Source: an optimization exercise on an open RTL-to-GDS flow (aim: small area, a short achievable clock period and few clock cycles per item). Production flows keep margins and buffers that such runs may drop. Only simulation tests tie the RTL to the original design; equivalence was not proved.

## flow/flow/run.sh

```bash
#!/bin/bash
set -euo pipefail
bash standard.sh SETUP_SLACK_MARGIN=9 finish > standard.log 2>&1
```

## flow/standard.sh

```bash
#!/bin/bash
# synth_recipe.tcl (not shown) runs the flow's synth.tcl, then flattens the netlist and writes it again
# the make line also repeats each setting of config.mk as NAME=value (left out here)
make -C /OpenROAD-flow-scripts/flow DESIGN_CONFIG=/design/flow/config.mk WORK_HOME=/design/flow/orfs CLKGATE_MAP_FILE= SYNTH_SCRIPT=/design/flow/synth_recipe.tcl "${@:-finish}"
```

## flow/config.mk

```make
export PLATFORM = sky130hd
export DESIGN_NAME = rv_core
export DESIGN_NICKNAME = rv_core
export VERILOG_FILES = /design/flow/design.v
export SDC_FILE = /design/flow/constraint.sdc
export NUM_CORES = 4
export LEC_CHECK = 0
export CAP_MARGIN = 20
export CORE_MARGIN = 2
export CORE_UTILIZATION = 40
export SETUP_SLACK_MARGIN = 5
export SLEW_MARGIN = 20
```

## flow/constraint.sdc

```tcl
create_clock -name core_clock -period 16.0 [get_ports {clk}]
set_input_delay 3.2000 -clock core_clock [delete_from_list [all_inputs] [get_ports {clk}]]
set_output_delay 3.2000 -clock core_clock [all_outputs]
set_load 0.01 [all_outputs]
```

## flow/design.v

```verilog
`default_nettype none
package rv_pkg;
    typedef logic [31:0] xlen_t;
    typedef logic [4:0]  reg_idx_t;
    typedef logic [31:0] instr_t;
    localparam logic [6:0] OPC_OP     = 7'b0110011;
    localparam logic [6:0] OPC_OP_IMM = 7'b0010011;
    localparam logic [6:0] OPC_LUI    = 7'b0110111;
    localparam logic [1:0] MD_IDLE = 2'd0;
    localparam logic [1:0] MD_MUL  = 2'd1;
    localparam logic [1:0] MD_DPRE = 2'd2;
    localparam logic [1:0] MD_DIV  = 2'd3;
endpackage
`default_nettype wire
`timescale 1ns/1ps
`default_nettype none
module rv_result (
    input  logic             clk,
    input  logic             rst_n,
    input  rv_pkg::reg_idx_t rs1_idx,
    input  rv_pkg::reg_idx_t rs2_idx,
    output rv_pkg::xlen_t    rs1_val,
    output rv_pkg::xlen_t    rs2_val,
    output logic             rs1_nz,
    output logic             rs2_nz,
    input  logic             wr_en,
    input  rv_pkg::reg_idx_t wr_rd,
    input  rv_pkg::xlen_t    wr_data
);
    rv_pkg::xlen_t regs [1:31];
    logic [31:0]   nz;
    always_ff @(posedge clk) begin
        for (int i = 1; i < 32; i++) begin
            if (wr_en && wr_rd == 5'(i)) begin
                regs[i] <= wr_data;
            end
        end
    end
    always_ff @(posedge clk) begin
        if (!rst_n) begin
            nz <= '0;
        end else if (wr_en && wr_rd != '0) begin
            nz[wr_rd] <= |wr_data;
        end
    end
    assign rs1_nz  = (rs1_idx != '0) && nz[rs1_idx];
    assign rs2_nz  = (rs2_idx != '0) && nz[rs2_idx];
    logic [31:1] sel1, sel2;
    always_comb begin
        rs1_val = '0;
        rs2_val = '0;
        for (int i = 1; i < 32; i++) begin
            sel1[i] = rs1_idx == 5'(i) && nz[i];
            sel2[i] = rs2_idx == 5'(i) && nz[i];
            rs1_val = rs1_val | ({32{sel1[i]}} & regs[i]);
            rs2_val = rs2_val | ({32{sel2[i]}} & regs[i]);
        end
    end
endmodule
`default_nettype wire
`timescale 1ns/1ps
`default_nettype none
module rv_core #(
    parameter int NUM_REGS = 32
) (
    input  logic             clk,
    input  logic             rst_n,
    input  logic             instr_valid,
    input  rv_pkg::instr_t   instr,
    output logic             busy,
    output logic             wb_valid,
    output logic             illegal,
    output rv_pkg::reg_idx_t wb_rd,
    output rv_pkg::xlen_t    wb_data
);
    logic          ex_valid;      
    logic          ex_ill;        
    logic [4:0]    ex_rd;
    rv_pkg::xlen_t op_a;
    rv_pkg::xlen_t op_b;          
    logic          op_cin;        
    logic [4:0]    op_sh;         
    logic          s_add, s_sll, s_slt, s_xor, s_sr, s_or, s_and;
    logic          s_mlo, s_mhi;   
    logic          slt_u;         
    logic          sr_arith;      
    logic [1:0]    md_state;
    logic [2:0]    md_f3;
    logic [63:0]   acc;
    logic [5:0]    md_cnt;
    logic          md_first;
    assign busy     = md_state != rv_pkg::MD_IDLE;
    assign wb_valid = ex_valid;
    assign illegal  = ex_ill;
    assign wb_rd    = ex_rd;
    rv_pkg::xlen_t rs1_val, rs2_val;
    logic          rs1_nz, rs2_nz;
    rv_pkg::xlen_t alu_y;
    rv_result rf_i (
        .clk     (clk),
        .rst_n   (rst_n),
        .rs1_idx (instr[19:15]),
        .rs2_idx (instr[24:20]),
        .rs1_val (rs1_val),
        .rs2_val (rs2_val),
        .rs1_nz  (rs1_nz),
        .rs2_nz  (rs2_nz),
        .wr_en   (ex_valid),
        .wr_rd   (ex_rd),
        .wr_data (alu_y)
    );
    logic [6:0] opcode, funct7;
    logic [2:0] funct3;
    logic       is_lui, is_opimm, is_op, is_md, legal;
    logic       accept;
    assign opcode   = instr[6:0];
    assign funct7   = instr[31:25];
    assign funct3   = instr[14:12];
    assign is_lui   = opcode == rv_pkg::OPC_LUI;
    assign is_opimm = opcode == rv_pkg::OPC_OP_IMM;
    assign is_op    = opcode == rv_pkg::OPC_OP;
    assign is_md    = is_op && funct7 == 7'b0000001;
    always_comb begin
        legal = 1'b0;
        if (is_lui) begin
            legal = 1'b1;
        end else if (is_opimm) begin
            if (funct3 == 3'b001)      legal = funct7 == 7'b0;
            else if (funct3 == 3'b101) legal = funct7 == 7'b0 || funct7 == 7'b0100000;
            else                       legal = 1'b1;
        end else if (is_op) begin
            legal = funct7 == 7'b0 || funct7 == 7'b0000001 ||
                    (funct7 == 7'b0100000 && (funct3 == 3'b000 || funct3 == 3'b101));
        end
    end
    assign accept = rst_n && instr_valid && !busy;
    logic is_mul, is_div, start_mul, start_div;
    assign is_mul    = is_md && !funct3[2];
    assign is_div    = is_md && funct3[2];
    assign start_mul = is_mul && rs1_nz && rs2_nz;
    assign start_div = is_div && rs1_nz && rs2_nz;
    logic [2:0]    i_f3;
    logic          i_alt;
    logic          i_use_imm;
    rv_pkg::xlen_t i_imm;
    always_comb begin
        i_f3      = funct3;
        i_alt     = instr[30] && (is_op || funct3 == 3'b101);
        i_use_imm = is_opimm || is_lui;
        i_imm     = is_lui ? {instr[31:12], 12'h000} : {{20{instr[31]}}, instr[31:20]};
        if (is_lui) begin
            i_f3 = 3'b000;
            i_alt = 1'b0;
        end
        if (is_md) begin
            i_alt = 1'b0;
            if (is_div && !rs2_nz && !funct3[1]) begin
                i_f3      = 3'b110;
                i_use_imm = 1'b1;
                i_imm     = '1;
            end else if (is_div && !rs2_nz) begin
                i_f3 = 3'b110;
            end else begin
                i_f3 = 3'b111;
            end
        end
    end
    function automatic rv_pkg::xlen_t bitrev(input rv_pkg::xlen_t x);
        for (int i = 0; i < 32; i++) begin
            bitrev[i] = x[31 - i];
        end
    endfunction
    logic       i_bsx;
    logic [2:0] i_fit;
    logic [1:0] i_top;
    assign i_bsx = (funct3 == 3'b000 || funct3 == 3'b001) && rs2_val[31];
    assign i_fit[0] = rs2_val[31:8]  == {24{i_bsx}};
    assign i_fit[1] = rs2_val[31:16] == {16{i_bsx}};
    assign i_fit[2] = rs2_val[31:24] == {8{i_bsx}};
    assign i_top = i_fit[0] ? 2'd0 : i_fit[1] ? 2'd1 : i_fit[2] ? 2'd2 : 2'd3;
    logic          i_inv;
    rv_pkg::xlen_t i_a, i_b;
    assign i_inv = (is_op && funct7 == 7'b0100000 && funct3 == 3'b000) ||
                   ((is_op && funct7 == 7'b0) || is_opimm) && funct3[2:1] == 2'b01;
    assign i_a   = is_lui ? '0 : (i_f3 == 3'b001 ? bitrev(rs1_val) : rs1_val);
    assign i_b   = (i_use_imm ? i_imm : rs2_val) ^ {32{i_inv}};
    logic [32:0]   sum;
    logic          lt;
    rv_pkg::xlen_t shr;
    assign sum = {1'b0, op_a} + {1'b0, op_b} + {32'b0, op_cin};
    assign lt  = slt_u ? !sum[32] : ((op_a[31] == op_b[31]) ? op_a[31] : !sum[32]);
    assign shr = rv_pkg::xlen_t'($signed({sr_arith & op_a[31], op_a}) >>> op_sh);
    assign alu_y = ({32{s_add}} & sum[31:0])
                 | ({32{s_sll}} & bitrev(shr))
                 | ({32{s_slt}} & {31'b0, lt})
                 | ({32{s_xor}} & (op_a ^ op_b))
                 | ({32{s_sr }} & shr)
                 | ({32{s_or }} & (op_a | op_b))
                 | ({32{s_and}} & (op_a & op_b))
                 | ({32{s_mlo}} & acc[31:0])
                 | ({32{s_mhi}} & acc[63:32]);
    assign wb_data = alu_y;
    logic [32:0] m_a, m_b;
    logic [1:0]  m_idx;
    logic [8:0]  m_chunk;
    logic [63:0] m_acc;
    assign m_a = {md_f3 != 3'b011 && op_a[31], op_a};
    assign m_b = {(md_f3 == 3'b000 || md_f3 == 3'b001) && op_b[31], op_b};
    assign m_idx = md_cnt[1:0];
    always_comb begin
        case (m_idx)
            2'd0:    m_chunk = {1'b0, m_b[7:0]};
            2'd1:    m_chunk = {1'b0, m_b[15:8]};
            2'd2:    m_chunk = {1'b0, m_b[23:16]};
            default: m_chunk = {1'b0, m_b[31:24]};
        endcase
        if (md_first) m_chunk[8] = m_b[32];
    end
    assign m_acc  = $signed(md_first ? 64'b0 : {acc[55:0], 8'b0}) + $signed(m_a) * $signed(m_chunk);
    logic          d_sgn, d_an, d_bn;
    rv_pkg::xlen_t d_amag, d_bmag;
    logic [5:0]    d_la, d_lb;
    logic signed [7:0] d_steps;
    logic [5:0]    d_n;           
    logic [63:0]   d_init;
    function automatic logic [5:0] bitlen(input rv_pkg::xlen_t x);
        logic [15:0] h16;
        logic [7:0]  h8;
        logic [3:0]  h4;
        logic [1:0]  h2;
        logic [4:0]  lz;
        lz[4] = x[31:16] == '0;
        h16   = lz[4] ? x[15:0] : x[31:16];
        lz[3] = h16[15:8] == '0;
        h8    = lz[3] ? h16[7:0] : h16[15:8];
        lz[2] = h8[7:4] == '0;
        h4    = lz[2] ? h8[3:0] : h8[7:4];
        lz[1] = h4[3:2] == '0;
        h2    = lz[1] ? h4[1:0] : h4[3:2];
        lz[0] = !h2[1];
        bitlen = (x == '0) ? 6'd0 : 6'd32 - {1'b0, lz};
    endfunction
    assign d_sgn   = !md_f3[0];
    assign d_an    = d_sgn && op_a[31];
    assign d_bn    = d_sgn && op_b[31];
    assign d_amag  = d_an ? -op_a : op_a;
    assign d_bmag  = d_bn ? -op_b : op_b;
    assign d_la    = bitlen(d_amag);
    assign d_lb    = bitlen(d_bmag);
    assign d_steps = 8'(d_la) - 8'(d_lb) + 8'sd1;
    assign d_n     = 6'(d_steps + 8'sd1) & 6'b111110;
    assign d_init  = {32'b0, d_amag} << (6'd32 - d_n);
    logic [32:0] d_t1, d_t2;
    logic [31:0] d_r1, d_r2;
    logic [31:0] d_q2;
    assign d_t1 = {acc[63:32], acc[31]} - {1'b0, op_b};
    assign d_r1 = d_t1[32] ? {acc[62:32], acc[31]} : d_t1[31:0];
    assign d_t2 = {d_r1, acc[30]} - {1'b0, op_b};
    assign d_r2 = d_t2[32] ? {d_r1[30:0], acc[30]} : d_t2[31:0];
    assign d_q2 = {acc[29:0], !d_t1[32], !d_t2[32]};
    logic fin;
    logic d_early;                
    logic d_neg;                  
    assign d_early = d_steps <= 8'sd0;
    assign d_neg   = md_f3[1] ? d_an : (d_an ^ d_bn);
    always_comb begin
        case (md_state)
            rv_pkg::MD_MUL:  fin = md_cnt[1:0] == 2'd0;
            rv_pkg::MD_DPRE: fin = d_early;
            rv_pkg::MD_DIV:  fin = md_cnt == 6'd2;
            default:         fin = 1'b0;
        endcase
    end
    always_ff @(posedge clk) begin
        if (!rst_n) begin
            ex_valid <= 1'b0;
            ex_ill   <= 1'b0;
            md_state <= rv_pkg::MD_IDLE;
        end else begin
            ex_valid <= (accept && legal && !start_mul && !start_div) || fin;
            ex_ill   <= accept && !legal;
            if (accept && legal && start_mul) begin
                md_state <= rv_pkg::MD_MUL;
            end else if (accept && legal && start_div) begin
                md_state <= rv_pkg::MD_DPRE;
            end else if (fin) begin
                md_state <= rv_pkg::MD_IDLE;
            end else if (md_state == rv_pkg::MD_DPRE) begin
                md_state <= rv_pkg::MD_DIV;
            end
        end
    end
    always_ff @(posedge clk) begin
        if (!busy) begin
            ex_rd    <= instr[11:7];
            md_f3    <= funct3;
            md_cnt   <= {4'b0, i_top};
            md_first <= 1'b1;
            op_a     <= i_a;
            op_b     <= i_b;
            op_sh    <= i_b[4:0];
            op_cin   <= i_inv;
            s_add    <= i_f3 == 3'b000;
            s_sll    <= i_f3 == 3'b001;
            s_slt    <= i_f3 == 3'b010 || i_f3 == 3'b011;
            s_xor    <= i_f3 == 3'b100;
            s_sr     <= i_f3 == 3'b101;
            s_or     <= i_f3 == 3'b110;
            s_and    <= i_f3 == 3'b111;
            s_mlo    <= 1'b0;
            s_mhi    <= 1'b0;
            slt_u    <= i_f3[0];
            sr_arith <= i_alt;
        end else begin
            case (md_state)
                rv_pkg::MD_MUL: begin
                    md_first <= 1'b0;
                    md_cnt   <= {4'b0, m_idx - 2'd1};
                    acc      <= m_acc;
                    s_add    <= 1'b0;
                    s_sll    <= 1'b0;
                    s_slt    <= 1'b0;
                    s_xor    <= 1'b0;
                    s_sr     <= 1'b0;
                    s_or     <= 1'b0;
                    s_and    <= 1'b0;
                    s_mlo    <= md_f3 == 3'b000;
                    s_mhi    <= md_f3 != 3'b000;
                end
                rv_pkg::MD_DPRE: begin
                    md_cnt <= d_n;
                    acc    <= d_init;
                    op_a   <= '0;
                    op_b   <= d_early ? ((md_f3[1] ? d_amag : '0) ^ {32{d_neg}}) : d_bmag;
                    op_cin <= d_neg;
                    s_add  <= 1'b1;
                    s_sll  <= 1'b0;
                    s_slt  <= 1'b0;
                    s_xor  <= 1'b0;
                    s_sr   <= 1'b0;
                    s_or   <= 1'b0;
                    s_and  <= 1'b0;
                end
                rv_pkg::MD_DIV: begin
                    md_cnt <= md_cnt - 6'd2;
                    acc    <= {d_r2, d_q2};
                    if (fin) begin
                        op_b <= (md_f3[1] ? d_r2 : d_q2) ^ {32{op_cin}};
                    end
                end
                default: ;
            endcase
        end
    end
endmodule
`default_nettype wire
```

==> results of run 1 <==
routing by layer:
layer	GRT usage	part of all wire
met1	0.4825	0.32
met2	0.6140	0.40
met3	0.2090	0.16
met4	0.3884	0.12
met5	0.01538	0.0025
cell usage after synthesis, types with 61 or more instances:
| cell | count | share of area |
|---|---|---|
| o211ai_1 | 75 | 0.0069 |
| xnor2_1 | 189 | 0.020 |
| a22oi_1 | 630 | 0.058 |
| nor2b_1 | 91 | 0.0070 |
| fa_1 | 322 | 0.079 |
| nor3_1 | 123 | 0.0075 |
| a21oi_1 | 279 | 0.017 |
| nor2_1 | 510 | 0.023 |
| nand3_1 | 296 | 0.018 |
| or4_1 | 74 | 0.0068 |
| mux2i_1 | 111 | 0.014 |
| nand2_1 | 618 | 0.028 |
| edfxtp_1 | 1145 | 0.42 |
| a21o_1 | 93 | 0.0086 |
| ha_1 | 289 | 0.044 |
| xor2_1 | 71 | 0.0076 |
| a222oi_1 | 110 | 0.013 |
| inv_1 | 455 | 0.021 |
| mux4_2 | 61 | 0.017 |
| o21ai_0 | 285 | 0.017 |
| a221oi_1 | 182 | 0.020 |
| a22o_1 | 166 | 0.018 |
| and3_1 | 102 | 0.0078 |
| clkbuf_1 | 514 | 0.024 |
| nand4_1 | 99 | 0.0076 |
how the worst min path moves through the flow:
stage / start / end / slack, ns
floorplan: rf_i.nz[0] / rf_i.nz[0] / 0.50
global route: rf_i.nz[0] / rf_i.nz[0] / 0.56
finish: rf_i.nz[0] / rf_i.nz[0] / 0.54
global placement: rf_i.nz[0] / rf_i.nz[0] / 0.53
CTS: md_cnt[4] / md_cnt[4] / 0.54
detailed placement: md_cnt[4] / md_cnt[4] / 0.53
flip-flops by register name, indices dropped and copies added (netlist names), 2 cells and up:
name,flops
op_sh,5
md_state,2
op_a,32
md_f3,3
md_cnt,6
ex_rd,5
rf_i.regs,992
acc,64
rf_i.nz,32
op_b,32
worst max-delay path: cells and delay by family (launching register included):
kind	cells	cell delay (ns)
fa+ha+maj	3	0.88
compound gates	6	1.53
xor+xnor	2	0.42
flops	1	0.46
simple gates	10	2.54
mux	2	0.66
buf+inv	7	1.05
cell families after synthesis:
family                     Yosys count  synth area share
DFF                               1188            0.4319
buffers and inverters             1057           0.04908
and+or+nand+nor                   2145            0.1270
adders and majority gates          612            0.1234
xor gates and xnor gates           263           0.02873
AOI/OAI and AO/OA                 2290            0.2051
muxes                              204           0.03486
cells in the final DEF, fill, tap and decap left out, types with 99 or more instances in the layout:
master     count
edfxtp_1    1145
buf_4        648
a22oi_1      619
nand2_1      588
nor2_1       432
inv_1        400
fa_1         303
nand3_1      281
ha_1         222
a21oi_1      204
o21ai_0      189
a22o_1       166
a221oi_1     164
xnor2_1      155
clkbuf_16    146
buf_6        127
a222oi_1     110
nor3_1       103
nand4_1       99
final cells by class:
class	count	area [sq um]	area share
multi-input cells	5523	47840	0.4653
well taps	2672	3343	0.03252
flip-flops and latches	1188	35250	0.3428
repair inverters	4	32.53	0.0003164
clock buffers	161	3486	0.03390
repair buffers	972	10030	0.09757
inverters	477	2032	0.01976
diodes	31	77.57	0.0007545
clock inverters	69	729.5	0.007095
stage by stage:
stage	util	hold WS, ns
global placement	0.4262	0.5266
CTS	0.4928	0.5415
finish	0.5077	0.5434
detailed placement	0.4262	0.5276
global route	0.5074	0.5646
floorplan	-	0.4997
repair_timing:
item | in CTS | in global routing
hold buffers | 0 | 0
gates cloned | 51 | 11
setup endpoints to repair | 174 | 181
pin swaps | 241 | 196
buffers inserted | 432 | 165
gates resized for setup | 1131 | 339
==> summary.md, run 1 <==
| Metric | Value |
|---|---|
| Total global routing track utilization | 0.4344 |
| Worst-path maximum fanout | 7 |
| Critical Path RT | 16.56 ns |
| Number of global-route vias before repair | 76480 |
| Crit path capture type | register |
| Post-Syn Area | 0.08161 sq mm |
| Die area | 0.2076 sq mm |
| Yosys warns | 3 |
| Synth unique cells | 88 |
| Drt total wl | 472400 microns |
| DRT Pass-1 Iters | 14 |
| Clk slew on worst S/H paths | 0.06 ns |
| Global-route wire length before repair | 630200 microns |
| Post-Place Setup Slack | 5.929 ns |
| Part of the Yosys area used for sequential elements | 0.4319 |
| Clock root cell | clkbuf_16 |
| Pin count of the biggest net entering global routing | 68 |
| Hold Path Class | reg -> reg |
| Inst Count DP | 10180 |
| Gate Count Post-Synth | 7759 |
| Worst Setup Path Type | reg -> reg |
| CTS tree | built |
| Fin area | 0.1028 sq mm |
| Critical path's slowest cell | a222oi_1 |
| CP startpoint kind | register |
| Layout cell share with drive strength beyond 1 | 0.2447 |
| Fillers | 17810 |
| Placed cell areas | 0.08631 sq mm |
| Placement Rows | 165 |
| Die outline width | 455.7 microns |
| Final setup TNS | 0 ns |
| CTS max path bufs | 3 |
| Number of enable flip-flop cells after synthesis | 1145 |
| R2r startpoint | op_b[7] |
| Drc violations | 0 |
| Finished Layout Cells | 11100 |
| R2R Setup Slk | 8.17 ns |
| FF-to-FF End | acc[48] |
| R2R depth | 30 |
| Worst Setup SP | op_b[7] |
| Clk_skew | 0.06408 ns |
| Die Y | 455.7 microns |
| Crit path largest cell delay | 0.64 ns |
| Worst setup margin | 8.169 ns |
| Final #Nets | 8944 |
| Mean cell area of the mapped netlist | 10.52 sq um |
| Vias per cell | 7.406 |
| CTS buffer count | 132 |
| Yosys reg bits | 1188 |
| Fin. max-slew vios | 0 |
| Clk sinks | 1188 |
| DPL Wire Length | 283500 microns |
| Max Cap Violations | 0 |
| Fraction of registers with async set/reset | 0 |
| I/O pin count | 75 |
| Via count | 82190 |
| Min Tclk post-route | 7.831 ns |
| Gpl congestion | 1.067 |
| Initial antenna violation count | 51 |
| WL per Instance | 42.57 microns |
| Crit path to | acc[48] |
| Crit path DAT | 8.39 ns |
| Final setup viols | 0 |
| Slew headroom | 0.1682 |
| Post-route ant nets | 0 |
| Buffers added on ports | 74 |
| Remaining Overflow, GRT | 0 |
| Fmax | 127.7 MHz |
| Post-Syn Nets | 8405 |
| Hold Fails Final Rpt | 0 |
| H-tree Lvls | 4 |
| Crit share post-route | 0.4895 |
| Area grow syn2layout | 25.98% |
| Initial Utilization | 0.4030 |
| Initial DRC count | 16970 |
| Clock latency (worst-skew pair) | 0.85 ns |
| Most used DFF post-synth | edfxtp_1 |
| Worst-margin pin slew | 1.239 ns |
| WHS Path Cells | 2 |
| Status | no timing/DRC/antenna violations |
| RSZ-0062 raised after global routing | yes |
| Core area | 0.2025 sq mm |
Testbench counts, summed over its fixed seeds: cycles 34,853, instrs 24,000.
==> run 2, diff against run 1 <==
==> flow/run.sh (new file) <==
#!/bin/bash
# synth_recipe.tcl (not shown) runs the flow's synth.tcl, then flattens the netlist and writes it again
# the make line also repeats each setting of config.mk as NAME=value (left out here)
make -C /OpenROAD-flow-scripts/flow DESIGN_CONFIG=/design/flow/config.mk WORK_HOME=/design/flow/orfs CLKGATE_MAP_FILE= SYNTH_SCRIPT=/design/flow/synth_recipe.tcl finish
removed: flow/flow/run.sh
removed: flow/standard.sh
==> run 2 against run 1 <==
Net effect: synthesized cell count did not move; maximum frequency fell by 25%; sequential share of layout area rose by 4.8 points; via count fell by 7.0%; still clean; global-route usage fell by 2.8 points; critical endpoint is now acc[56].
==> summary.md, run 2 <==
| Metric | Value |
|---|---|
| Status | no timing/DRC/antenna violations |
| Initial antenna violation count | 40 |
| Layout cell share with drive strength beyond 1 | 0.09261 |
| Final setup viols | 0 |
| Pin count of the biggest net entering global routing | 51 |
| Mean cell area of the mapped netlist | 10.52 sq um |
| Crit share post-route | 0.6530 |
| Die Y | 455.7 microns |
| Clock latency (worst-skew pair) | 0.87 ns |
| Cell taking the most area after synthesis | edfxtp_1 |
| Hold Path Class | reg -> reg |
| WHS Path Cells | 2 |
| Remaining Overflow, GRT | 0 |
| Crit path capture type | register |
| Initial Utilization | 0.4030 |
| Clock root cell | clkbuf_16 |
| R2r startpoint | op_b[0] |
| Core area | 0.2025 sq mm |
| Fmax | 95.72 MHz |
| Post-route ant nets | 0 |
| Synth unique cells | 88 |
| Fraction of registers with async set/reset | 0 |
| R2R depth | 33 |
| Vias per cell | 7.318 |
| Gate Count Post-Synth | 7759 |
| Largest register FFs | 992 |
| Gpl congestion | 1.033 |
| Number of enable flip-flop cells after synthesis | 1145 |
| Crit path DAT | 10.97 ns |
| Max Cap Violations | 0 |
| Fillers | 18930 |
| Post-Syn Nets | 8405 |
| CP top delay family | simple AND/OR/NAND/NOR gates |
| H-tree Lvls | 3 |
| Post CTS Setup Buffer Count | 0 |
| Die outline width | 455.7 microns |
| Part of the Yosys area used for sequential elements | 0.4319 |
| Critical Path RT | 16.52 ns |
| Synth top area share | 0.4213 |
| Crit path largest cell delay | 0.65 ns |
| Ranking of synthesized cells by area | edfxtp_1, fa_1, a22oi_1 |
| FF-to-FF End | acc[56] |
| Number of global-route vias before repair | 71720 |
| Yosys warns | 3 |
| Worst-margin pin slew | 1.253 ns |
| Hold Fails Final Rpt | 0 |
| Area grow syn2layout | 10.39% |
| CTS max path bufs | 3 |
| Footprint of the multi-input gates | 0.04294 sq mm |
| Hold path endpoint | md_cnt[4] |
| CP startpoint kind | register |
| Most common cell after layout, fill and taps aside | edfxtp_1 |
| Min Tclk post-route | 10.45 ns |
| Yosys reg bits | 1188 |
| HP Start | md_cnt[4] |
| Most used DFF post-synth | edfxtp_1 |
| Drt total wl | 438000 microns |
| Placement Rows | 165 |
| Register area | 0.03525 sq mm |
| Buffers added on ports | 74 |
| Fin area | 0.09008 sq mm |
| Total global routing track utilization | 0.4064 |
| Top flop regs | rf_i.regs x992, acc x64 |
| Worst Setup Path Type | reg -> reg |
| CTS buffer count | 121 |
| Placed cell areas | 0.08598 sq mm |
| Global-route wire length before repair | 590300 microns |
| Cts hold-fix bufs | 0 |
| Finished Layout Cells | 10450 |
| Buf/Inv on CP | 7 |
| Post-Syn Area | 0.08161 sq mm |
| DPL Wire Length | 284200 microns |
| Drc violations | 0 |
| Synth top cells by count | edfxtp_1, a22oi_1, nand2_1, clkbuf_1, nor2_1 |
| WL per Instance | 41.93 microns |
| RSZ-0062 raised after global routing | no |
| I/O pin count | 75 |
| Critical path's most frequent cell | ha_1 |
| Critical path's slowest cell | and4_1 |
| Clk_skew | 0.07970 ns |
| Count leader, synth | edfxtp_1 |
| DRT Pass-1 Iters | 10 |
| Resized Gates After CTS | 0 |
| Most frequent cells in the layout | edfxtp_1, a22oi_1, nand2_1, nor2_1, inv_1 |
| R2R Setup Slk | 5.55 ns |
| Clk slew on worst S/H paths | 0.06 ns |
| Final setup TNS | 0 ns |
| Inst Count DP | 10190 |
| Final #Nets | 8284 |
| Fin. max-slew vios | 0 |
| Top reg by flops | rf_i.regs |
| CTS tree | built |
| Slew headroom | 0.1410 |
| Worst-path maximum fanout | 33 |
| Via count | 76450 |
| Initial DRC count | 15470 |
| Die area | 0.2076 sq mm |
| Clk sinks | 1188 |
[run 2: cell counts after synthesis]
Identical to the previous run, type by type.
[run 2: area by class of cell]
class / instances / share of cell area
inverters: 477 / 0.01988
repair buffers: 336 / 0.03056
diodes: 33 / 0.0009167
multi-input cells: 5514 / 0.4767
well taps: 2672 / 0.03711
flip-flops and latches: 1188 / 0.3912
clock buffers: 146 / 0.03533
clock inverters: 81 / 0.008306
[run 2: worst max-delay path by stage]
stage	depth (start not counted)	to	from
global route	33	acc[56]	op_b[0]
floorplan	33	acc[58]	op_a[11]
detailed placement	34	acc[56]	op_a[0]
CTS	34	acc[56]	op_a[0]
global placement	31	acc[56]	op_a[3]
finish	33	acc[56]	op_b[0]
[run 2: per-layer routing]
layer	vias up	part of all wire	track usage
met2	7255	0.42	0.5964
met4	22	0.11	0.3356
met1	37530	0.34	0.4811
met3	2127	0.14	0.1392
li1	29520	-	-
met5	-	0.00047	0.001148
[run 2: cells by family (layout without fill, tap and decap cells)]
group	after synthesis	count (layout)	synth area share
other	0	33	0
DFF	1188	1188	0.4319
adders and majority gates	612	612	0.1234
buffers and inverters	1057	1040	0.04908
xor gates and xnor gates	263	263	0.02873
AOI/OAI and AO/OA	2290	2290	0.2051
muxes	204	204	0.03486
and+or+nand+nor	2145	2145	0.1270
[run 2: worst reg2reg max path, delay by kind of cell, from the launching register on]
kind / cells / cell delay (ns)
buffers and inverters: 7 / 1.72
XOR/XNOR: 2 / 0.53
AND/OR/NAND/NOR: 8 / 2.92
adder cells (fa/ha/maj): 5 / 1.80
AO/OA/AOI/OAI: 9 / 1.81
multiplexers: 2 / 0.76
flip-flops: 1 / 0.64
[run 2: through the flow]
stage          setup WS, ns  hold WS (ns)    util
6_report              5.553        0.5466  0.4448
5_1_grt               5.104        0.5816  0.4444
4_1_cts               5.530        0.5428  0.4440
3_5_place_dp          5.570        0.5319  0.4246
3_3_place_gp          5.519        0.5156  0.4244
2_1_floorplan         7.450        0.4997       -
==> run 3, diff against run 2 <==
--- a/flow/design.v
+++ b/flow/design.v
@@ -219,37 +219,56 @@
     assign m_acc  = $signed(md_first ? 64'b0 : {acc[55:0], 8'b0}) + $signed(m_a) * $signed(m_chunk);
     logic          d_sgn, d_an, d_bn;
     rv_pkg::xlen_t d_amag, d_bmag;
-    logic [5:0]    d_la, d_lb;
+    logic [4:0]    d_sh;
     logic signed [7:0] d_steps;
     logic [5:0]    d_n;           
     logic [63:0]   d_init;
-    function automatic logic [5:0] bitlen(input rv_pkg::xlen_t x);
-        logic [15:0] h16;
-        logic [7:0]  h8;
-        logic [3:0]  h4;
-        logic [1:0]  h2;
-        logic [4:0]  lz;
-        lz[4] = x[31:16] == '0;
-        h16   = lz[4] ? x[15:0] : x[31:16];
-        lz[3] = h16[15:8] == '0;
-        h8    = lz[3] ? h16[7:0] : h16[15:8];
-        lz[2] = h8[7:4] == '0;
-        h4    = lz[2] ? h8[3:0] : h8[7:4];
-        lz[1] = h4[3:2] == '0;
-        h2    = lz[1] ? h4[1:0] : h4[3:2];
-        lz[0] = !h2[1];
-        bitlen = (x == '0) ? 6'd0 : 6'd32 - {1'b0, lz};
+    function automatic logic [5:0] topbit(input rv_pkg::xlen_t x);
+        logic [15:0] v1;
+        logic [15:0] p1;
+        logic [7:0]  v2;
+        logic [15:0] p2;
+        logic [3:0]  v3;
+        logic [11:0] p3;
+        logic [1:0]  v4;
+        logic [7:0]  p4;
+        logic        v5;
+        logic [4:0]  p5;
+        for (int i = 0; i < 16; i++) begin
+            v1[i] = x[2*i+1] | x[2*i];
+            p1[i] = x[2*i+1];
+        end
+        for (int i = 0; i < 8; i++) begin
+            v2[i]         = v1[2*i+1] | v1[2*i];
+            p2[2*i+:2]    = v1[2*i+1] ? {1'b1, p1[2*i+1]} : {1'b0, p1[2*i]};
+        end
+        for (int i = 0; i < 4; i++) begin
+            v3[i]         = v2[2*i+1] | v2[2*i];
+            p3[3*i+:3]    = v2[2*i+1] ? {1'b1, p2[4*i+2+:2]} : {1'b0, p2[4*i+:2]};
+        end
+        for (int i = 0; i < 2; i++) begin
+            v4[i]         = v3[2*i+1] | v3[2*i];
+            p4[4*i+:4]    = v3[2*i+1] ? {1'b1, p3[6*i+3+:3]} : {1'b0, p3[6*i+:3]};
+        end
+        v5 = v4[1] | v4[0];
+        p5 = v4[1] ? {1'b1, p4[7:4]} : {1'b0, p4[3:0]};
+        topbit = {v5, p5};
     endfunction
     assign d_sgn   = !md_f3[0];
     assign d_an    = d_sgn && op_a[31];
     assign d_bn    = d_sgn && op_b[31];
     assign d_amag  = d_an ? -op_a : op_a;
     assign d_bmag  = d_bn ? -op_b : op_b;
-    assign d_la    = bitlen(d_amag);
-    assign d_lb    = bitlen(d_bmag);
-    assign d_steps = 8'(d_la) - 8'(d_lb) + 8'sd1;
-    assign d_n     = 6'(d_steps + 8'sd1) & 6'b111110;
-    assign d_init  = {32'b0, d_amag} << (6'd32 - d_n);
+    logic [5:0]        d_ta, d_tb;
+    logic signed [7:0] d_t;
+    assign d_ta    = topbit(op_a ^ {32{d_an}});
+    assign d_tb    = topbit(op_b ^ {32{d_bn}});
+    assign d_t     = 8'sd31 - (d_ta[5] ? 8'(d_ta[4:0]) : -8'sd1)
+                            + (d_tb[5] ? 8'(d_tb[4:0]) : -8'sd1) - 8'(d_an);
+    assign d_steps = 8'sd32 - d_t;
+    assign d_sh    = d_t[7] ? 5'd0 : {d_t[4:1], 1'b0};
+    assign d_n     = 6'd32 - 6'(d_sh);
+    assign d_init  = {32'b0, d_amag} << d_sh;
     logic [32:0] d_t1, d_t2;
     logic [31:0] d_r1, d_r2;
     logic [31:0] d_q2;
@@ -261,7 +280,7 @@
     logic fin;
     logic d_early;                
     logic d_neg;                  
-    assign d_early = d_steps <= 8'sd0;
+    assign d_early = !d_t[7] && d_t[5];
     assign d_neg   = md_f3[1] ? d_an : (d_an ^ d_bn);
     always_comb begin
         case (md_state)
==> flow/flow/run.sh (new file) <==
#!/bin/bash
set -euo pipefail
bash standard.sh SETUP_SLACK_MARGIN=9 finish > standard.log 2>&1
==> flow/standard.sh (new file) <==
#!/bin/bash
# synth_recipe.tcl (not shown) runs the flow's synth.tcl, then flattens the netlist and writes it again
# the make line also repeats each setting of config.mk as NAME=value (left out here)
make -C /OpenROAD-flow-scripts/flow DESIGN_CONFIG=/design/flow/config.mk WORK_HOME=/design/flow/orfs CLKGATE_MAP_FILE= SYNTH_SCRIPT=/design/flow/synth_recipe.tcl "${@:-finish}"
--- a/flow/config.mk
+++ b/flow/config.mk
@@ -5,8 +5,9 @@
 export SDC_FILE = /design/flow/constraint.sdc
 export NUM_CORES = 4
 export LEC_CHECK = 0
+export ABC_AREA = 1
 export CAP_MARGIN = 20
 export CORE_MARGIN = 2
-export CORE_UTILIZATION = 40
+export CORE_UTILIZATION = 30
 export SETUP_SLACK_MARGIN = 5
 export SLEW_MARGIN = 20
removed: flow/run.sh
==> run 3 against run 2 <==
Net effect: die area is 39% higher; core utilization decreased by 7.8 points; critical path depth decreased by 19; maximum frequency increased by 46%; non-clock buffer count rose by 372; worst setup slack improved by 3.3 ns; clock skew is 0.014 ns lower; wire length grew 11%; design area increased by 15%; critical path type is now in -> reg; largest cell class unchanged; highest routed layer unchanged.
==> summary.md, run 3 <==
| Metric | Value |
|---|---|
| Largest register FFs | 992 |
| Crit share post-route | 0.4484 |
| Fin. max-slew vios | 0 |
| Yosys warns | 3 |
| Adder-cell area share of the yosys netlist | 0.1193 |
| DRT Pass-1 Iters | 19 |
| Die outline width | 536.9 microns |
| Area grow syn2layout | 21.40% |
| Max Cap Violations | 0 |
| Part of the Yosys area used for sequential elements | 0.4136 |
| CTS buffer count | 137 |
| CTS max path bufs | 3 |
| Top reg by flops | rf_i.regs |
| Vias per cell | 6.094 |
| Critical path's slowest cell | clkdlybuf4s50_1 |
| Post-Syn Area | 0.08521 sq mm |
| Util after Layout | 0.3664 |
| I/O pin count | 75 |
| WL per Instance | 33.05 microns |
| FF-to-FF End | op_b[19] |
| Pin count of the biggest net entering global routing | 64 |
| Final #Nets | 11410 |
| Final setup viols | 0 |
| Synth Area in Compound Gates | 0.1416 |
| Fin area | 0.1034 sq mm |
| Cell taking the most area after synthesis | edfxtp_1 |
| R2R depth | 33 |
| Ranking of synthesized cells by area | edfxtp_1, nand2_1, fa_1 |
| CP top delay family | buffers and inverters |
| Clk_skew | 0.06558 ns |
| Gate Count Post-Synth | 10320 |
| H-tree Lvls | 4 |
| Yosys reg bits | 1188 |
| WHS Path Cells | 2 |
| Critical Path RT | 16.58 ns |
| R2R Setup Slk | 8.97 ns |
| Most frequent cells in the layout | nand2_1, inv_1, edfxtp_1, nor2_1, nand3_1 |
| Synth unique cells | 71 |
| Crit path capture type | register |
| Main combinational cell family by area after synthesis | simple AND/OR/NAND/NOR gates |
| DPL Wire Length | 321200 microns |
| Drc violations | 0 |
| Buf/Inv on CP | 6 |
| Synth top cells by count | nand2_1, inv_1, edfxtp_1, nor2_1, nand3_1 |
| Crit path depth | 14 |
| Die area | 0.2883 sq mm |
| Number of global-route vias before repair | 80730 |
| Worst-margin pin slew | 1.337 ns |
| Final setup TNS | 0 ns |
| Core area | 0.2823 sq mm |
| Gpl congestion | 1.070 |
| Drt total wl | 485000 microns |
| Buffers added on ports | 74 |
| Layout cell share with drive strength beyond 1 | 0.1422 |
| Placement Rows | 195 |
| Post-Syn Nets | 10970 |
| HP Start | rf_i.nz[25] |
| Synth top area share | 0.4035 |
| Clock root cell | clkbuf_16 |
| Slew headroom | 0.1075 |
| Initial antenna violation count | 59 |
| Clk sinks | 1188 |
| Min Tclk post-route | 7.174 ns |
| Hold Path Class | reg -> reg |
| Status | no timing/DRC/antenna violations |
| Top flop regs | rf_i.regs x992, acc x64 |
| Fmax | 139.4 MHz |
| Placed cell areas | 0.09132 sq mm |
| Worst Setup Path Type | in -> reg |
| Most used DFF post-synth | edfxtp_1 |
| Remaining Overflow, GRT | 0 |
| CP startpoint kind | input port |
| Die Y | 536.9 microns |
| Post-Synth XOR/XNOR Area | 0.01511 |
| Total global routing track utilization | 0.3215 |
| Number of enable flip-flop cells after synthesis | 1145 |
| Initial Utilization | 0.3018 |
| Worst setup margin | 8.826 ns |
| Mean cell area of the mapped netlist | 8.259 sq um |
| Fraction of registers with async set/reset | 0 |
| Simple-Gate Fraction of Synth Area | 0.2225 |
| Crit path DAT | 7.75 ns |
| Cts hold-fix bufs | 0 |
| Clk slew on worst S/H paths | 0.06 ns |
| Most common cell after layout, fill and taps aside | nand2_1 |
| R2r startpoint | op_b[31] |
| Clock latency (worst-skew pair) | 0.86 ns |
| Hold Fails Final Rpt | 0 |
| CTS tree | built |
| Post-route ant nets | 0 |
| Worst-path maximum fanout | 15 |
| Via count | 89440 |
| Worst Setup SP | instr[16] |
| CP cell instances | clkdlybuf4s50_1, inv_1, nand2_1, inv_1, nand3_1, buf_4, inv_2, buf_4, a221oi_1, nand3_1, a211oi_1, nand4_1, nor2_1, nor2_1 |
| Count leader, synth | nand2_1 |
| Post-Place Setup Slack | 7.281 ns |
| Initial DRC count | 16240 |
| Mux cell area share after synthesis | 0.0002349 |
| RSZ-0062 raised after global routing | yes |
| Crit path largest cell delay | 0.63 ns |
| Hold slack | 0.4856 ns |
| Hold path endpoint | rf_i.nz[25] |
| Global-route wire length before repair | 643900 microns |
==> run 3: changes by cell type after synthesis, moves of 116 or more <==
cell,previous run,this run
nand3_1,296,724
o21ai_0,285,556
a21oi_1,279,416
inv_1,455,1443
a22oi_1,630,12
a22o_1,166,50
nor2_1,510,931
clkbuf_1,514,261
nand2_1,618,2472
xnor2_1,189,33
o22ai_1,28,189
==> run 3: cells by family (layout without fill, tap and decap cells) <==
kind of cell	count (synthesis)	after routing
buffers and inverters	1935	2483
xor gates and xnor gates	147	147
adders and majority gates	619	619
muxes	2	2
AOI/OAI and AO/OA	1895	1895
other	0	68
and+or+nand+nor	4531	4531
DFF	1188	1188
==> run 3: how the worst max path moves through the flow <==
stage	to
after floorplan	acc[60]
after global placement	acc[60]
after detailed placement	acc[55]
after CTS	wb_data[28]
after global routing	acc[63]
final	op_a[11]
==> run 3: final cells by class <==
class / instances / area, sq um
diodes: 68 / 170.2
clock buffers: 172 / 3623
clock inverters: 75 / 845.8
fillers: 28970 / 178800
inverters: 1516 / 6155
multi-input cells: 7194 / 45650
flip-flops and latches: 1188 / 35250
well taps: 3743 / 4683
repair buffers: 708 / 6993
repair inverters: 12 / 75.07
==> run 3: layer usage <==
layer  global-route usage  wire, microns
met5              0.01332            914
met3               0.1337          74230
met4               0.2650          50530
met1               0.3738         164100
met2               0.4590         195300
==> run 3: worst min-delay path, cell delays in order (launching register included) <==
cell and delay [ns]:
dfxtp_1 0.31, o21ai_0 0.07, a21oi_1 0.06
==> run 3: through the flow <==
stage               instances
finish                  14680
CTS                     14450
detailed placement      13990
floorplan               10320
global placement        13990
global route            14620
==> run 3: timing repair <==
item | in CTS | in global routing
resized for setup | 655 | 459
gates cloned | 16 | 15
setup buffers | 196 | 146
endpoints found under the hold margin | 0 | 0
setup endpoints to repair | 198 | 200
pin swaps | 65 | 153
Testbench counts of run 3, summed over its fixed seeds: cycles 34,893, instrs 24,000.
==> run 4, diff against run 3 <==
--- a/flow/config.mk
+++ b/flow/config.mk
@@ -5,7 +5,6 @@
 export SDC_FILE = /design/flow/constraint.sdc
 export NUM_CORES = 4
 export LEC_CHECK = 0
-export ABC_AREA = 1
 export CAP_MARGIN = 20
 export CORE_MARGIN = 2
 export CORE_UTILIZATION = 30
==> run 4 against run 3 <==
Net effect: still clean on timing, DRC and antenna; design area is 3.8% lower; sequential cell count is 1 lower; clock-buffer cell count is 17 lower; worst hold slack better by 0.024 ns; synthesized cell count is 26% lower; critical path depth is 12 higher; via count is 11% lower; global-route usage is 0.63 points lower; wire length is 4.9% lower; non-clock buffer count is 46 higher; highest routed layer unchanged.
==> summary.md, run 4 <==
| Metric | Value |
|---|---|
| Post-Syn Nets | 8296 |
| Most common cell after layout, fill and taps aside | edfxtp_1 |
| Crit path DAT | 8.29 ns |
| Die Y | 525.6 microns |
| Simple-Gate Fraction of Synth Area | 0.1220 |
| Via count | 79840 |
| Cell taking the most area after synthesis | edfxtp_1 |
| Final setup viols | 0 |
| Adder-cell area share of the yosys netlist | 0.1245 |
| Number of global-route vias before repair | 75050 |
| Gr busiest metal | met2 |
| M1 GR Usage | 0.3613 |
| Post-Synth XOR/XNOR Area | 0.02812 |
| Remaining Overflow, GRT | 0 |
| CTS max path bufs | 3 |
| Die area | 0.2762 sq mm |
| Yosys warns | 3 |
| Post-route ant nets | 0 |
| Mux cell area share after synthesis | 0.03984 |
| I/O pin count | 75 |
| R2R Setup Slk | 8.29 ns |
| Drt total wl | 461100 microns |
| Final #Nets | 8591 |
| Min Tclk post-route | 7.707 ns |
| Worst-path maximum fanout | 33 |
| Die outline width | 525.6 microns |
| Top reg by flops | rf_i.regs |
| Mean cell area of the mapped netlist | 10.68 sq um |
| Critical path's slowest cell | fa_1 |
| Fin. max-slew vios | 0 |
| Clock root cell | clkbuf_16 |
| Hold Path Class | reg -> reg |
| FF-to-FF End | acc[57] |
| Initial antenna violation count | 54 |
| CTS buffer count | 132 |
| Drc violations | 0 |
| Placement Rows | 191 |
| Part of the Yosys area used for sequential elements | 0.4316 |
| Hold path endpoint | md_cnt[2] |
| Pin count of the biggest net entering global routing | 62 |
| DRT Pass-1 Iters | 15 |
| Hold slack | 0.5098 ns |
| Post-Place Setup Slack | 6.785 ns |
| Top flop regs | rf_i.regs x992, acc x64 |
| Critical Path RT | 16.59 ns |
| Gpl congestion | 1.085 |
| Synth unique cells | 90 |
| Synth top cells by count | edfxtp_1, a22oi_1, nand2_1, clkbuf_1, inv_1 |
| Main combinational cell family by area after synthesis | compound AO/OA/AOI/OAI gates |
| Number of enable flip-flop cells after synthesis | 1145 |
| CP startpoint kind | register |
| CTS tree | built |
| Largest register FFs | 992 |
| Area grow syn2layout | 21.99% |
| Fraction of registers with async set/reset | 0 |
| Ranking of synthesized cells by area | edfxtp_1, fa_1, a22oi_1 |
| Crit path largest cell delay | 0.54 ns |
| Clock latency (worst-skew pair) | 0.87 ns |
| Worst Setup Path Type | reg -> reg |
| Status | no timing/DRC/antenna violations |
| Initial DRC count | 16260 |
| Clk sinks | 1187 |
| Yosys reg bits | 1187 |
| Critical path's most frequent cell | fa_1 |
| Fmax | 129.8 MHz |
| H-tree Lvls | 4 |
| Clk slew on worst S/H paths | 0.06 ns |
| R2r startpoint | md_cnt[1] |
| Cts hold-fix bufs | 0 |
| Crit path capture type | register |
| Slew headroom | 0.1810 |
| Finished Layout Cells | 11640 |
| Core area | 0.2708 sq mm |
| Inst Count DP | 10930 |
| Hold Fails Final Rpt | 0 |
| Most frequent cells in the layout | edfxtp_1, a22oi_1, nand2_1, buf_4, inv_1 |
| Buffers added on ports | 74 |
| Count leader, synth | edfxtp_1 |
| Initial Utilization | 0.3014 |
| Layout cell share with drive strength beyond 1 | 0.1977 |
| Synth top area share | 0.4213 |
| Post-Syn Area | 0.08161 sq mm |
| RSZ-0062 raised after global routing | yes |
| Total global routing track utilization | 0.3151 |
| Max Cap Violations | 0 |
| GRT met2 Usage | 0.4499 |
| Worst-margin pin slew | 1.228 ns |
| HP Start | md_cnt[2] |
| Global-route met3 utilization | 0.1568 |
| WHS Path Cells | 2 |
| Final setup TNS | 0 ns |
| DPL Wire Length | 274900 microns |
| Crit share post-route | 0.4817 |
| Gate Count Post-Synth | 7642 |
| WL per Instance | 39.61 microns |
| Most used DFF post-synth | edfxtp_1 |
| Worst setup margin | 8.293 ns |
| Global-route wire length before repair | 611900 microns |
| Synth Area in Compound Gates | 0.2037 |
| R2R depth | 26 |
| Vias per cell | 6.859 |
| Clk_skew | 0.07619 ns |
-- run 4: what timing repair did --
| item | 4_1_cts | 5_1_grt |
|---|---|---|
| endpoints found under the setup margin | 176 | 128 |
| setup buffers | 250 | 136 |
| resized for setup | 723 | 229 |
| pin swaps | 115 | 103 |
| hold endpoints to repair | 0 | 0 |
| gates cloned | 41 | 15 |
-- run 4: worst max path at each step --
stage / from / endpoint / slack [ns] / cells past startpoint
5_1_grt: md_cnt[1] / acc[46] / 8.09 / 26
2_1_floorplan: md_cnt[1] / acc[62] / 8.68 / 27
3_5_place_dp: md_cnt[1] / acc[56] / 6.78 / 23
3_3_place_gp: md_cnt[1] / acc[56] / 6.79 / 23
6_report: md_cnt[1] / acc[57] / 8.29 / 26
4_1_cts: md_cnt[0] / acc[51] / 8.42 / 25
-- run 4: cells by family after synthesis --
logic type / after synthesis
and+or+nand+nor: 2014
AOI/OAI and AO/OA: 2261
xor gates and xnor gates: 262
adders and majority gates: 619
muxes: 237
DFF: 1187
buffers and inverters: 1062
-- run 4: cell type report --
| class | instances | area [sq um] |
|---|---|---|
| multi-input cells | 5398 | 45340 |
| flip-flops and latches | 1187 | 35230 |
| well taps | 3570 | 4467 |
| repair buffers | 754 | 7885 |
| repair inverters | 4 | 27.53 |
| inverters | 460 | 1918 |
| diodes | 29 | 72.57 |
| clock buffers | 155 | 3400 |
| fillers | 26360 | 171200 |
| clock inverters | 84 | 1224 |
-- run 4: per-layer routing --
| metal | part of all wire | wire, microns | vias up |
|---|---|---|---|
| li1 | - | - | 30030 |
| met1 | 0.33 | 150900 | 38810 |
| met2 | 0.40 | 183700 | 8270 |
| met3 | 0.17 | 79350 | 2677 |
| met4 | 0.10 | 46170 | 54 |
| met5 | 0.0022 | 1022 | - |
-- run 4: worst max-delay path, delay by kind of cell (launching register included) --
kind	cells	cell delay [ns]
adders and majority gates	7	3.07
AOI/OAI and AO/OA	9	2.29
and+or+nand+nor	3	0.76
buffers and inverters	5	0.56
DFF	1	0.37
muxes	1	0.18
xor gates and xnor gates	1	0.18
-- run 4: stage by stage --
stage | util | instance area (sq um)
2_1_floorplan | - | 81750
3_3_place_gp | 0.3211 | 86930
3_5_place_dp | 0.3211 | 86930
4_1_cts | 0.3588 | 97140
5_1_grt | 0.3674 | 99490
6_report | 0.3677 | 99560
==> run 5, diff against run 4 <==
--- a/flow/design.v
+++ b/flow/design.v
@@ -216,7 +216,35 @@
         endcase
         if (md_first) m_chunk[8] = m_b[32];
     end
-    assign m_acc  = $signed(md_first ? 64'b0 : {acc[55:0], 8'b0}) + $signed(m_a) * $signed(m_chunk);
+    localparam logic [63:0] M_K = -(64'h1 << 34) - (64'h1 << 36) - (64'h1 << 38)
+                                  - (64'h1 << 40) - (64'h1 << 42);
+    logic [10:0] m_cb;
+    logic [34:0] m_pp [5];
+    logic [4:0]  m_neg;
+    always_comb begin
+        m_cb = {m_chunk[8], m_chunk, 1'b0};
+        for (int k = 0; k < 5; k++) begin
+            logic b2, b1, b0, one, two;
+            logic [34:0] x;
+            b2 = m_cb[2*k+2];
+            b1 = m_cb[2*k+1];
+            b0 = m_cb[2*k];
+            one = b1 ^ b0;
+            two = (b2 & !b1 & !b0) | (!b2 & b1 & b0);
+            m_neg[k] = b2 & !(b1 & b0);
+            x = two ? {m_a[32], m_a, 1'b0} : (one ? {m_a[32], m_a[32], m_a} : 35'b0);
+            x = x ^ {35{m_neg[k]}};
+            m_pp[k] = {!x[34], x[33:0]};
+        end
+    end
+    assign m_acc = (md_first ? 64'b0 : {acc[55:0], 8'b0})
+                 + 64'(m_pp[0])
+                 + (64'(m_pp[1]) << 2)
+                 + (64'(m_pp[2]) << 4)
+                 + (64'(m_pp[3]) << 6)
+                 + (64'(m_pp[4]) << 8)
+                 + 64'({m_neg[4], 1'b0, m_neg[3], 1'b0, m_neg[2], 1'b0, m_neg[1], 1'b0, m_neg[0]})
+                 + M_K;
     logic          d_sgn, d_an, d_bn;
     rv_pkg::xlen_t d_amag, d_bmag;
     logic [4:0]    d_sh;
==> flow/flow/run.sh (replaced) <==
#!/bin/bash
set -euo pipefail
bash standard.sh SETUP_SLACK_MARGIN=9 "BUFFER_PORTS_ARGS=-buffer_cell sky130_fd_sc_hd__buf_4" finish > standard.log 2>&1
==> run 5 against run 4 <==
Net effect: area after synthesis is 2.8% lower; worst hold slack better by 0.021 ns; via count hardly changed; first-iteration DRC count is 2.1% lower; register-to-register slack worse by 0.08 ns; die area is 2.8% lower; worst setup slack worse by 0.079 ns; cell count is 0.71% lower; clock skew is 0.047 ns higher.
==> summary.md, run 5 <==
| Metric | Value |
|---|---|
| Clk sinks | 1188 |
| Global-route wire length before repair | 586700 microns |
| FF-to-FF End | acc[53] |
| Critical path's most frequent cell | buf_4 |
| Synth unique cells | 85 |
| Remaining Overflow, GRT | 0 |
| Pin count of the biggest net entering global routing | 68 |
| Gate Count Post-Synth | 7620 |
| CTS buffer count | 118 |
| Ranking of synthesized cells by area | edfxtp_1, a22oi_1, ha_1 |
| Die Y | 518.1 microns |
| Initial DRC count | 15920 |
| Initial antenna violation count | 42 |
| Fraction of registers with async set/reset | 0 |
| Yosys warns | 4 |
| HP Start | md_cnt[2] |
| Number of enable flip-flop cells after synthesis | 1145 |
| Clock root cell | clkbuf_16 |
| Worst-path maximum fanout | 34 |
| Min Tclk post-route | 7.786 ns |
| Die outline width | 518.1 microns |
| WHS Path Cells | 2 |
| Clock latency (worst-skew pair) | 0.88 ns |
| Post-route ant nets | 0 |
| Top layer used by detailed routing | met5 |
| Slew headroom | 0.05111 |
| Area grow syn2layout | 24.33% |
| Critical Path RT | 16.55 ns |
| DPL Wire Length | 256300 microns |
| Largest register FFs | 992 |
| Worst Setup Path Type | reg -> reg |
| RSZ-0062 raised after global routing | yes |
| Cell taking the most area after synthesis | edfxtp_1 |
| Fillers | 25410 |
| CTS max path bufs | 3 |
| Synth top area share | 0.4336 |
| Clk slew on worst S/H paths | 0.07 ns |
| Synth top cells by count | edfxtp_1, a22oi_1, clkbuf_1, nand2_1, a21oi_1 |
| R2r startpoint | md_cnt[1] |
| Crit path largest cell delay | 0.57 ns |
| Metal-1 WL | 141500 microns |
| Top reg by flops | rf_i.regs |
| Fin. max-slew vios | 0 |
| Drt total wl | 441500 microns |
| Max Cap Violations | 0 |
| Crit share post-route | 0.4866 |
| Most used DFF post-synth | edfxtp_1 |
| Worst Setup SP | md_cnt[1] |
| Crit path capture type | register |
| Mean cell area of the mapped netlist | 10.41 sq um |
| Final #Nets | 8430 |
| Register area | 0.03525 sq mm |
| Status | no timing/DRC/antenna violations |
| Worst setup margin | 8.214 ns |
| Fmax | 128.4 MHz |
| Gpl congestion | 1.106 |
| Layout cell share with drive strength beyond 1 | 0.2282 |
| Vias per cell | 6.914 |
| Crit path DAT | 8.34 ns |
| Worst-margin pin slew | 1.423 ns |
| Part of the Yosys area used for sequential elements | 0.4445 |
| Yosys reg bits | 1188 |
| Top flop regs | rf_i.regs x992, acc x64 |
| Hold path endpoint | md_cnt[2] |
| DR WL met2 | 176400 microns |
| Total global routing track utilization | 0.3077 |
| Drc violations | 0 |
| DRT Pass-1 Iters | 22 |
| Most frequent cells in the layout | edfxtp_1, a22oi_1, buf_4, nand2_1, nor2_1 |
| Clk_skew | 0.1234 ns |
| WL per Instance | 38.20 microns |
| Initial Utilization | 0.3020 |
| Critical path's slowest cell | buf_4 |
| Via count | 79920 |
| Final setup viols | 0 |
| Met3 routed WL | 78520 microns |
| H-tree Lvls | 3 |
| Post-Syn Nets | 8140 |
| CP startpoint kind | register |
| R2R Setup Slk | 8.21 ns |
| Post-Place Setup Slack | 6.531 ns |
| Buffers added on ports | 74 |
| I/O pin count | 75 |
| Hold Path Class | reg -> reg |
| Count leader, synth | edfxtp_1 |
| Final setup TNS | 0 ns |
| Placement Rows | 188 |
| CTS tree | built |
| Die area | 0.2684 sq mm |
| R2R depth | 31 |
| Hold Fails Final Rpt | 0 |
| Number of global-route vias before repair | 73210 |
| Footprint of the multi-input gates | 0.04493 sq mm |
| Most common cell after layout, fill and taps aside | edfxtp_1 |
| Post-Syn Area | 0.07929 sq mm |
| Core area | 0.2625 sq mm |
-- run 5: cell count changes in the layout (fill, tap and decap cells not counted), moves of 93 or more --
cell	change
a22oi_1	+93
and2_1	-103
inv_1	-141
and3_1	+95
fa_1	-202
xnor2_1	+122
-- run 5: repair_timing --
action                                 CTS  global route
setup endpoints to repair              163           127
setup buffers                          282           139
resized for setup                      804           341
cloned                                  43            12
endpoints found under the hold margin    0             0
hold buffers                             0             0
pin swaps                              189           181
-- run 5: worst max-delay path by stage --
stage	endpoint	depth (start not counted)
after floorplan	wb_data[20]	10
after global placement	acc[57]	27
after detailed placement	acc[57]	27
after CTS	acc[61]	31
after global routing	acc[53]	31
final	acc[53]	31
-- run 5: layout make-up --
| class | count | share of cell area |
|---|---|---|
| diodes | 33 | 0.0008377 |
| repair inverters | 6 | 0.0003554 |
| flip-flops and latches | 1188 | 0.3575 |
| repair buffers | 790 | 0.08454 |
| inverters | 329 | 0.01466 |
| clock inverters | 90 | 0.01132 |
| well taps | 3515 | 0.04461 |
| clock buffers | 130 | 0.03041 |
| multi-input cells | 5477 | 0.4557 |
-- run 5: logic make-up after synthesis --
logic type | count (synthesis) | synth area share
XOR/XNOR | 448 | 0.04949
AO/OA/AOI/OAI | 2433 | 0.2180
buffers and inverters | 958 | 0.04628
flip-flops | 1188 | 0.4445
AND/OR/NAND/NOR | 1922 | 0.1196
multiplexers | 186 | 0.03297
adder cells (fa/ha/maj) | 485 | 0.08922
-- run 5: routing by layer --
layer / vias to the layer above / GRT usage
met5: - / 0.01049
met4: 60 / 0.2298
met3: 2709 / 0.1616
met2: 8413 / 0.4384
met1: 38550 / 0.3464
li1: 30180 / -
-- run 5: worst max-delay path, delay by kind of cell (launching register included) --
kind	cells	cell delay, ns
compound gates	9	1.98
xor+xnor	2	0.35
fa+ha+maj	7	2.44
buf+inv	11	1.75
flops	1	0.53
mux	1	0.33
simple gates	1	0.07
-- run 5: stage by stage --
step                instances  hold WS, ns  utilization  instance area (sq um)
detailed placement      10830       0.5049       0.3213                  84340
CTS                     11370       0.5177       0.3641                  95590
finish                  11560       0.5307       0.3755                  98580
floorplan                7620       0.4732            -                  79350
global placement        10830       0.5022       0.3210                  84260
global route            11530       0.5832       0.3752                  98510
Testbench counts of run 5, summed over its fixed seeds: cycles 34,893, instrs 24,000.
==> run 6, diff against run 5 <==
--- a/flow/config.mk
+++ b/flow/config.mk
@@ -5,8 +5,10 @@
 export SDC_FILE = /design/flow/constraint.sdc
 export NUM_CORES = 4
 export LEC_CHECK = 0
+export ABC_AREA = 1
 export CAP_MARGIN = 20
 export CORE_MARGIN = 2
 export CORE_UTILIZATION = 30
 export SETUP_SLACK_MARGIN = 5
 export SLEW_MARGIN = 20
+export TNS_END_PERCENT = 10
==> run 6 against run 5 <==
Net effect: still clean; worst setup slack gained 0.37 ns; sequential cell count unchanged; synthesized cell count is 35% higher; cell count up 25%.
==> summary.md, run 6 <==
| Metric | Value |
|---|---|
| Mean cell area of the mapped netlist | 8.150 sq um |
| Placement Rows | 194 |
| Fraction of registers with async set/reset | 0 |
| Initial DRC count | 17130 |
| Worst Setup Path Type | in -> reg |
| Crit path DAT | 7.93 ns |
| Post-Syn Area | 0.08395 sq mm |
| RSZ-0062 raised after global routing | yes |
| Clk slew on worst S/H paths | 0.08 ns |
| Die area | 0.2841 sq mm |
| Synth top cells by count | nand2_1, inv_1, edfxtp_1, nor2_1, nand3_1 |
| Number of global-route vias before repair | 80100 |
| H-tree Lvls | 3 |
| Hold Path Class | reg -> reg |
| Ranking of synthesized cells by area | edfxtp_1, nand2_1, inv_1 |
| CP cell instances | buf_4, inv_1, nor2_1, nand3_2, inv_1, buf_4, nand2_1, o2111a_1, nand2_1, nor2_1, nand2_1, inv_1, nand3_1, nand3_1, a21oi_1, a21oi_1 |
| Gate Count Post-Synth | 10300 |
| Crit path largest cell delay | 0.91 ns |
| Via count | 88950 |
| Synth top area share | 0.4096 |
| Global-route wire length before repair | 653100 microns |
| Clk sinks | 1188 |
| Largest register FFs | 992 |
| Initial antenna violation count | 59 |
| Area grow syn2layout | 16.98% |
| Slew headroom | 0.1170 |
| I/O pin count | 75 |
| CTS tree | built |
| Clock latency (worst-skew pair) | 0.84 ns |
| Die outline width | 533.0 microns |
| Critical Path RT | 16.52 ns |
| Final setup viols | 0 |
| WL per Instance | 33.87 microns |
| Top flop regs | rf_i.regs x992, acc x64 |
| DPL Wire Length | 329200 microns |
| Final #Nets | 11100 |
| Pin count of the biggest net entering global routing | 67 |
| DRT Pass-1 Iters | 8 |
| Status | no timing/DRC/antenna violations |
| Post-Place Setup Slack | 7.160 ns |
| Cell taking the most area after synthesis | edfxtp_1 |
| Worst-path maximum fanout | 16 |
| Final setup TNS | 0 ns |
| Layout cell share with drive strength beyond 1 | 0.1193 |
| Buffers added on ports | 74 |
| Yosys reg bits | 1188 |
| Synth unique cells | 74 |
| Crit path capture type | register |
| Worst setup margin | 8.587 ns |
| Count leader, synth | nand2_1 |
| Top reg by flops | rf_i.regs |
| Number of enable flip-flop cells after synthesis | 1145 |
| Remaining Overflow, GRT | 0 |
| Most used DFF post-synth | edfxtp_1 |
| Gpl congestion | 1.076 |
| Critical path's slowest cell | inv_1 |
| Post-Syn Nets | 10820 |
| Most common cell after layout, fill and taps aside | nand2_1 |
| CP startpoint kind | input port |
| Hold Fails Final Rpt | 0 |
| Most frequent cells in the layout | nand2_1, inv_1, edfxtp_1, nand3_1, nor2_1 |
| CTS max path bufs | 3 |
| Fin. max-slew vios | 0 |
| Worst-margin pin slew | 1.323 ns |
| Fillers | 28930 |
| Min Tclk post-route | 7.413 ns |
| Part of the Yosys area used for sequential elements | 0.4198 |
| Total global routing track utilization | 0.3280 |
| Initial Utilization | 0.3010 |
| Vias per cell | 6.154 |
| Core area | 0.2789 sq mm |
| CTS buffer count | 120 |
| Clk_skew | 0.1089 ns |
| Fmax | 134.9 MHz |
| Clock root cell | clkbuf_16 |
| Crit share post-route | 0.4633 |
| Drc violations | 0 |
| Max Cap Violations | 0 |
| Post-route ant nets | 0 |
| Die Y | 533.0 microns |
| Drt total wl | 489600 microns |
| Yosys warns | 4 |
-- run 6: through the flow --
| step | instance area, sq um | cells | util | hold slack (ns) |
|---|---|---|---|---|
| floorplan | 83950 | 10300 | - | 0.4539 |
| finish | 98210 | 14450 | 0.3521 | 0.4932 |
| detailed placement | 89960 | 13970 | 0.3225 | 0.4771 |
| CTS | 96600 | 14340 | 0.3463 | 0.4903 |
| global route | 98100 | 14410 | 0.3518 | 0.5048 |
| global placement | 89940 | 13970 | 0.3225 | 0.4673 |
-- run 6: timing repair --
action                     4_1_cts  5_1_grt
setup endpoints to repair      180      166
gates resized for setup        295      207
hold buffers                     0        0
gates cloned                    15        5
buffers inserted               132       62
pin swaps                       25       46
hold endpoints to repair         0        0
-- run 6: kinds of logic (layout without fill, tap and decap cells) --
| group | count (synthesis) | in the layout | synth area share |
|---|---|---|---|
| DFF | 1188 | 1188 | 0.4198 |
| xor gates and xnor gates | 284 | 284 | 0.02963 |
| other | 0 | 46 | 0 |
| AOI/OAI and AO/OA | 1991 | 1991 | 0.1531 |
| and+or+nand+nor | 4484 | 4485 | 0.2262 |
| muxes | 3 | 3 | 0.0003577 |
| adders and majority gates | 485 | 485 | 0.08427 |
| buffers and inverters | 1866 | 2248 | 0.08664 |
-- run 6: worst max-delay path: cells and delay by family --
family | cells | cell delay [ns]
buffers and inverters | 5 | 1.96
AND/OR/NAND/NOR | 8 | 1.79
AO/OA/AOI/OAI | 3 | 0.90
-- run 6: worst paths after layout --
kind                            slack (ns)    endpoint  depth (start not counted)        from
worst min register to register        0.49  rf_i.nz[3]                          2  rf_i.nz[3]
worst min-delay path                  0.49  rf_i.nz[3]                          2  rf_i.nz[3]
worst max register to register        8.90    op_b[23]                         33     op_b[1]
worst max-delay path                  8.59    op_b[29]                         16   instr[24]
-- run 6: per-layer routing --
layer,vias up,track usage,part of all wire
li1,36190,-,-
met1,41790,0.3798,0.34
met2,8396,0.4633,0.40
met3,2513,0.1393,0.15
met4,60,0.2818,0.11
met5,-,0.004664,0.0016
-- run 6: cell type report --
cell class,instances,area [sq um],share of cell area
multi-input combinational,7248,43150,0.4394
inverter,1435,5674,0.05778
clock inverter,90,1099,0.01119
antenna,46,115.1,0.001172
sequential,1188,35250,0.3589
timing repair inverter,15,90.09,0.0009173
clock buffer,136,3169,0.03227
timing repair buffer,572,5007,0.05099
tap,3724,4659,0.04745

what the ideal ports hide:
No port has a modelled driver above. Below, the same layouts with a new extraction and two added sets of constraints.
Step 1, drivers: a clkbuf_16 drives clk and a buf_2 each remaining input, both assumed.
Step 2 moves the port delays by t, midway between the first and last clock arrival at a register: inputs arrive t later, outputs are due t later. That takes back most of the time a late clock gives input paths.
Three values: ideal ports, drivers, drivers and shift; two values: the first two.
run	t, ns	slack for setup (ns)	hold slack, ns	worst setup path after step 2
run 1	0.910	8.169 / 8.169 / 7.738	0.543 / 0.543 / 0.543	input to register
run 2	0.918	5.553 / 5.553 / 5.553	0.547 / 0.547 / 0.547	register to register
run 3	0.925	8.826 / 8.847 / 7.921	0.486 / 0.486 / 0.486	input to register
run 4	0.926	8.293 / 8.293 / 7.962	0.510 / 0.510 / 0.510	input to register
run 5	0.920	8.214 / 8.214 / 7.772	0.531 / 0.531 / 0.531	input to register
run 6	0.879	8.587 / 8.617 / 7.775	0.493 / 0.493 / 0.493	input to register
After both steps every run listed still meets setup and hold. For run 3, which loses most, drivers alone change the setup slack by +0.021 ns; drivers and shift together by -0.905 ns.
